Context: an optimization exercise on an open-source flow, tuned for small area, a short achievable clock period and few clock cycles per item. The choices shown serve that exercise and are no tape-out recipe.
RTL that was checked went through simulation tests only; none was proved equivalent to the original.

Setup of old:
==> flow/design.v <==
package inv_pkg;
  typedef logic [32-1:0] modulus_t;
  typedef logic [32:0]   operand_t;    
  typedef logic [7-1:0]   count_t;
  typedef struct packed {
    operand_t u;
    operand_t v;
    operand_t r;
    operand_t s;
  } operands_t;
  typedef struct packed {
    operand_t x;
    operand_t y;
  } addsub_in_t;
  typedef enum logic [1:0] {
    SUB_U_V, SUB_V_U, SUB_R_P, SUB_P_R
  } sub_op_e;
  typedef enum logic [2:0] {
    UPD_HOLD, UPD_U_EVEN, UPD_V_EVEN, UPD_U_GT, UPD_V_GE, UPD_R_DIFF
  } upd_e;
  typedef enum logic [2:0] {
    IDLE, LOAD, STEP, WAIT_UNITS, RELEASE, REDUCE, FINAL, DONE
  } ctrl_state_e;
endpackage
`timescale 1ns/1ps
module inv_prefix #(
  parameter int W = 32
) (
  input  logic [W-1:0] g,
  input  logic [W-1:0] p,
  output logic [W-1:0] G,
  output logic [W-1:0] P
);
  always_comb begin
    G = g;
    P = p;
    for (int l = 0; (1 << l) < W; l++) begin
      for (int i = W - 1; i >= 0; i--) begin
        if (i[l]) begin
          int j;
          j = ((i >> l) << l) - 1;
          G[i] = G[i] | (P[i] & G[j]);
          P[i] = P[i] & P[j];
        end
      end
    end
  end
endmodule
module inv_top (
  input  logic        clk,
  input  logic        reset_n,
  input  logic        req,
  input  logic [31:0] p,
  input  logic [31:0] a,
  output logic        ack,
  output logic [31:0] inv,
  output logic [6:0]  k
);
  localparam int M  = 2;            
  localparam int TW = 3;            
  logic [31:0] u, v, r, s;
  logic        busy, fin, ack_q;
  logic [30:0] x, y, dg, dp, dG, dP, dc, D;
  logic        gt;
  assign x  = u[31:1];
  assign y  = v[31:1];
  assign dg = x & ~y;
  assign dp = ~(x ^ y);
  inv_prefix #(.W(31)) u_dpfx (.g(dg), .p(dp), .G(dG), .P(dP));
  assign gt = dG[30];
  assign dc = {dG[29:0] | (dP[29:0] & {30{gt}}), gt};
  assign D  = dp ^ dc ^ {31{~gt}};
  wire   term = dP[30] & (u[0] == v[0]);       
  logic [31:0] ra, sg, sp, sG, sP, sum;
  logic        sco;
  assign ra  = r ^ {32{fin}};
  assign sg  = ra & s;
  assign sp  = ra ^ s;
  inv_prefix #(.W(32)) u_spfx (.g(sg), .p(sp), .G(sG), .P(sP));
  wire [31:0] sc = {sG[30:0] | (sP[30:0] & {31{fin}}), fin};
  assign sum = sp ^ sc;
  assign sco = sG[31] | (sP[31] & fin);
  function automatic logic [M:0] tz1h(input logic [M:0] z);
    tz1h = '0;
    tz1h[M] = 1'b1;
    for (int i = M - 1; i >= 0; i--)
      if (z[i + 1]) tz1h = (M + 1)'(1) << i;
  endfunction
  wire          run = busy & ~fin;
  wire          eu  = run & ~u[0];
  wire          ev  = run & u[0] & ~v[0];
  wire          bo  = run & u[0] & v[0];             
  wire [M:0]    hu  = tz1h(u[M:0]) & {(M+1){eu}};     
  wire [M:0]    hv  = tz1h(v[M:0]) & {(M+1){ev}};     
  wire [M:0]    hd  = tz1h({~dp[M-1:0], 1'b0}) & {(M+1){bo}};   
  logic [31:0] Ds;
  always_comb begin
    Ds = '0;
    for (int j = 0; j <= M; j++)
      if (hd[j]) Ds = Ds | ({1'b0, D} >> j);
  end
  logic [31:0] u_n, v_n, r_n, s_n;
  logic [6:0]  k_inc;
  wire ugt = bo & gt;
  wire vgt = bo & ~gt;
  always_comb begin
    u_n = (eu | ugt) ? '0 : u;
    v_n = (ev | vgt) ? '0 : v;
    s_n = (eu | (bo & ~term)) ? '0 : s;
    r_n = (ev | (bo & ~term) | fin) ? '0 : r;
    k_inc = '0;
    for (int j = 0; j <= M; j++) begin
      if (hu[j]) begin
        u_n = u_n | (u >> (j + 1));
        s_n = s_n | (s << (j + 1));
      end
      if (hv[j]) begin
        v_n = v_n | (v >> (j + 1));
        r_n = r_n | (r << (j + 1));
      end
      if (hd[j] & gt) s_n = s_n | (s << (j + 1));
      if (hd[j] & ~gt & ~term) r_n = r_n | (r << (j + 1));
      if (hu[j] | hv[j] | hd[j]) k_inc = k_inc | 7'(j + 1);
    end
    if (ugt) u_n = u_n | Ds;
    if (vgt) v_n = v_n | Ds;
    if (ugt | (fin & sco)) r_n = r_n | sum;
    if (vgt & ~term) s_n = s_n | sum;
    if (fin & ~sco) r_n = r_n | (s << 1);
  end
  always_ff @(posedge clk or negedge reset_n) begin
    if (!reset_n) begin
      busy  <= 1'b0;
      fin   <= 1'b0;
      ack_q <= 1'b0;
    end else begin
      if (ack_q && !req) ack_q <= 1'b0;
      if (!busy && !ack_q && req) busy <= 1'b1;
      if (run && term) fin <= 1'b1;
      if (fin) begin
        fin   <= 1'b0;
        busy  <= 1'b0;
        ack_q <= 1'b1;
      end
    end
  end
  always_ff @(posedge clk) begin
    if (!busy) begin
      u <= p;
      v <= a;
      s <= 32'd1;
      if (!ack_q) begin
        r <= '0;
        k <= '0;
      end
    end else begin
      u <= u_n;
      v <= v_n;
      s <= s_n;
      r <= r_n;
      k <= (run & term) ? k + 1'b1 : k + k_inc;
    end
  end
  assign ack = ack_q;
  assign inv = r;
endmodule
clock: 4.5 ns
lec_check: 0
cap_margin: 20
core_margin: 2
core_utilization: 40
slew_margin: 20
run.sh (not shown) runs the stock make flow with config.mk's settings and CLKGATE_MAP_FILE= SYNTH_SCRIPT=/design/flow/synth_recipe.tcl, a recipe that flattens the netlist after the stock synthesis.
Setup changes, old to new
--- a/flow/design.v
+++ b/flow/design.v
@@ -88,12 +88,12 @@
   endfunction
   wire          run = busy & ~fin;
   wire          eu  = run & ~u[0];
   wire          ev  = run & u[0] & ~v[0];
-  wire          bo  = run & u[0] & v[0];             
+  wire          bo  = run & u[0] & v[0] & ~term;
   wire [M:0]    hu  = tz1h(u[M:0]) & {(M+1){eu}};     
   wire [M:0]    hv  = tz1h(v[M:0]) & {(M+1){ev}};     
-  wire [M:0]    hd  = tz1h({~dp[M-1:0], 1'b0}) & {(M+1){bo}};   
+  wire [M:0]    hd  = tz1h({D[M-1:0], 1'b0}) & {(M+1){bo}};   
   logic [31:0] Ds;
   always_comb begin
     Ds = '0;
     for (int j = 0; j <= M; j++)
@@ -105,10 +105,10 @@
   wire vgt = bo & ~gt;
   always_comb begin
     u_n = (eu | ugt) ? '0 : u;
     v_n = (ev | vgt) ? '0 : v;
-    s_n = (eu | (bo & ~term)) ? '0 : s;
-    r_n = (ev | (bo & ~term) | fin) ? '0 : r;
+    s_n = (eu | bo) ? '0 : s;
+    r_n = (ev | bo | fin) ? '0 : r;
     k_inc = '0;
     for (int j = 0; j <= M; j++) begin
       if (hu[j]) begin
         u_n = u_n | (u >> (j + 1));
@@ -118,16 +118,17 @@
         v_n = v_n | (v >> (j + 1));
         r_n = r_n | (r << (j + 1));
       end
       if (hd[j] & gt) s_n = s_n | (s << (j + 1));
-      if (hd[j] & ~gt & ~term) r_n = r_n | (r << (j + 1));
+      if (hd[j] & ~gt) r_n = r_n | (r << (j + 1));
       if (hu[j] | hv[j] | hd[j]) k_inc = k_inc | 7'(j + 1);
     end
     if (ugt) u_n = u_n | Ds;
     if (vgt) v_n = v_n | Ds;
     if (ugt | (fin & sco)) r_n = r_n | sum;
-    if (vgt & ~term) s_n = s_n | sum;
+    if (vgt) s_n = s_n | sum;
     if (fin & ~sco) r_n = r_n | (s << 1);
+    if (run & term) k_inc = 7'd1;
   end
   always_ff @(posedge clk or negedge reset_n) begin
     if (!reset_n) begin
       busy  <= 1'b0;
@@ -157,9 +158,9 @@
       u <= u_n;
       v <= v_n;
       s <= s_n;
       r <= r_n;
-      k <= (run & term) ? k + 1'b1 : k + k_inc;
+      k <= k + k_inc;
     end
   end
   assign ack = ack_q;
   assign inv = r;
### Flow results
Sort old and new by non-clock buffer contribution to total cell area asc -> top: old
[new vs old] least setup slack across all paths after layout: higher in new
Comparing old and new, global-route usage is higher on old.
Against old, the final cell area of new is lower.
old → new: relative area of clock buffers and inverters in the final design now smaller; final critical delay including setup and external delays went down by 0.041 ns; area share of fa/ha/maj cells after synthesis has increased.
Testbench counts of new, summed over its fixed seeds: cycles 11,310, items 384.
No functional check of the RTL was part of old.

* * *

Starts from the design.v that is shown in full above.
==> flow/config.mk <==
export PLATFORM = sky130hd
export DESIGN_NAME = inv_top
export DESIGN_NICKNAME = inv_top
export VERILOG_FILES = /design/flow/design.v
export SDC_FILE = /design/flow/constraint.sdc
export NUM_CORES = 4
export LEC_CHECK = 0
export CAP_MARGIN = 20
export CORE_MARGIN = 2
export CORE_UTILIZATION = 40
export SETUP_SLACK_MARGIN = 1.0
export SLEW_MARGIN = 20
==> flow/constraint.sdc <==
create_clock -name core_clock -period 4.5 [get_ports {clk}]
set_input_delay 0.9000 -clock core_clock [delete_from_list [all_inputs] [get_ports {clk}]]
set_output_delay 0.9000 -clock core_clock [all_outputs]
set_load 0.01 [all_outputs]
Edit:
--- a/flow/design.v
+++ b/flow/design.v
@@ -70,13 +70,12 @@
   assign gt = dG[30];
   assign dc = {dG[29:0] | (dP[29:0] & {30{gt}}), gt};
   assign D  = dp ^ dc ^ {31{~gt}};
   wire   term = dP[30] & (u[0] == v[0]);       
-  logic [31:0] ra, sg, sp, sG, sP, sum;
+  logic [31:0] sg, sp, sG, sP, sum;
   logic        sco;
-  assign ra  = r ^ {32{fin}};
-  assign sg  = ra & s;
-  assign sp  = ra ^ s;
+  assign sg  = r & s;
+  assign sp  = r ^ s;
   inv_prefix #(.W(32)) u_spfx (.g(sg), .p(sp), .G(sG), .P(sP));
   wire [31:0] sc = {sG[30:0] | (sP[30:0] & {31{fin}}), fin};
   assign sum = sp ^ sc;
   assign sco = sG[31] | (sP[31] & fin);
@@ -106,9 +105,9 @@
   always_comb begin
     u_n = (eu | ugt) ? '0 : u;
     v_n = (ev | vgt) ? '0 : v;
     s_n = (eu | (bo & ~term)) ? '0 : s;
-    r_n = (ev | (bo & ~term) | fin) ? '0 : r;
+    r_n = (ev | (bo & ~term) | fin) ? '0 : (r ^ {32{run & term}});
     k_inc = '0;
     for (int j = 0; j <= M; j++) begin
       if (hu[j]) begin
         u_n = u_n | (u >> (j + 1));
=>
- via count went down by 10%
- final cell count is lower by 5.6%
- setup slack improved by 0.23 ns
- sequential share of layout area came out higher by 1.5 points
- cell area falls by 7.2%
- maximum frequency grows by 6.7%
- die area fell by 4.1%
- non-clock buffer count came out lower by 28
- hold slack improves by 0.0075 ns
- synthesized cell count goes down by 6.0%
- global-route usage goes down by 2.2 points
- synthesized area shrinks by 4.2%
Testbench counts after the change, summed over its fixed seeds: cycles 11,310, items 384.
No functional check of the RTL was part of the first run of this note.

==> afterwards: timing with drivers on the ports <==
Ports are ideal in the flow. The routed layouts listed here were re-timed in OpenROAD.
Step 1 assumes that a clkbuf_16 drives the clock port and a buf_2 every other input.
Step 2 also shifts input and output timing later by t, the mid clock arrival at the registers, as if the neighbouring blocks saw the same clock.
Three values: ideal ports, drivers, drivers and shift; two values: the first two.
run | t (ns) | slack for setup (ns) | worst setup path at the end
old | 0.496 | 0.310 / 0.310 / 0.310 | register to register
new | 0.489 | 0.351 / 0.351 / 0.351 | register to register
the first run of note 2 | 0.512 | 0.834 / 0.834 / 0.834 | register to register
the second run of note 2 | 0.489 | 1.064 / 1.064 / 1.064 | register to register
After both steps setup and hold are still met in every run listed.
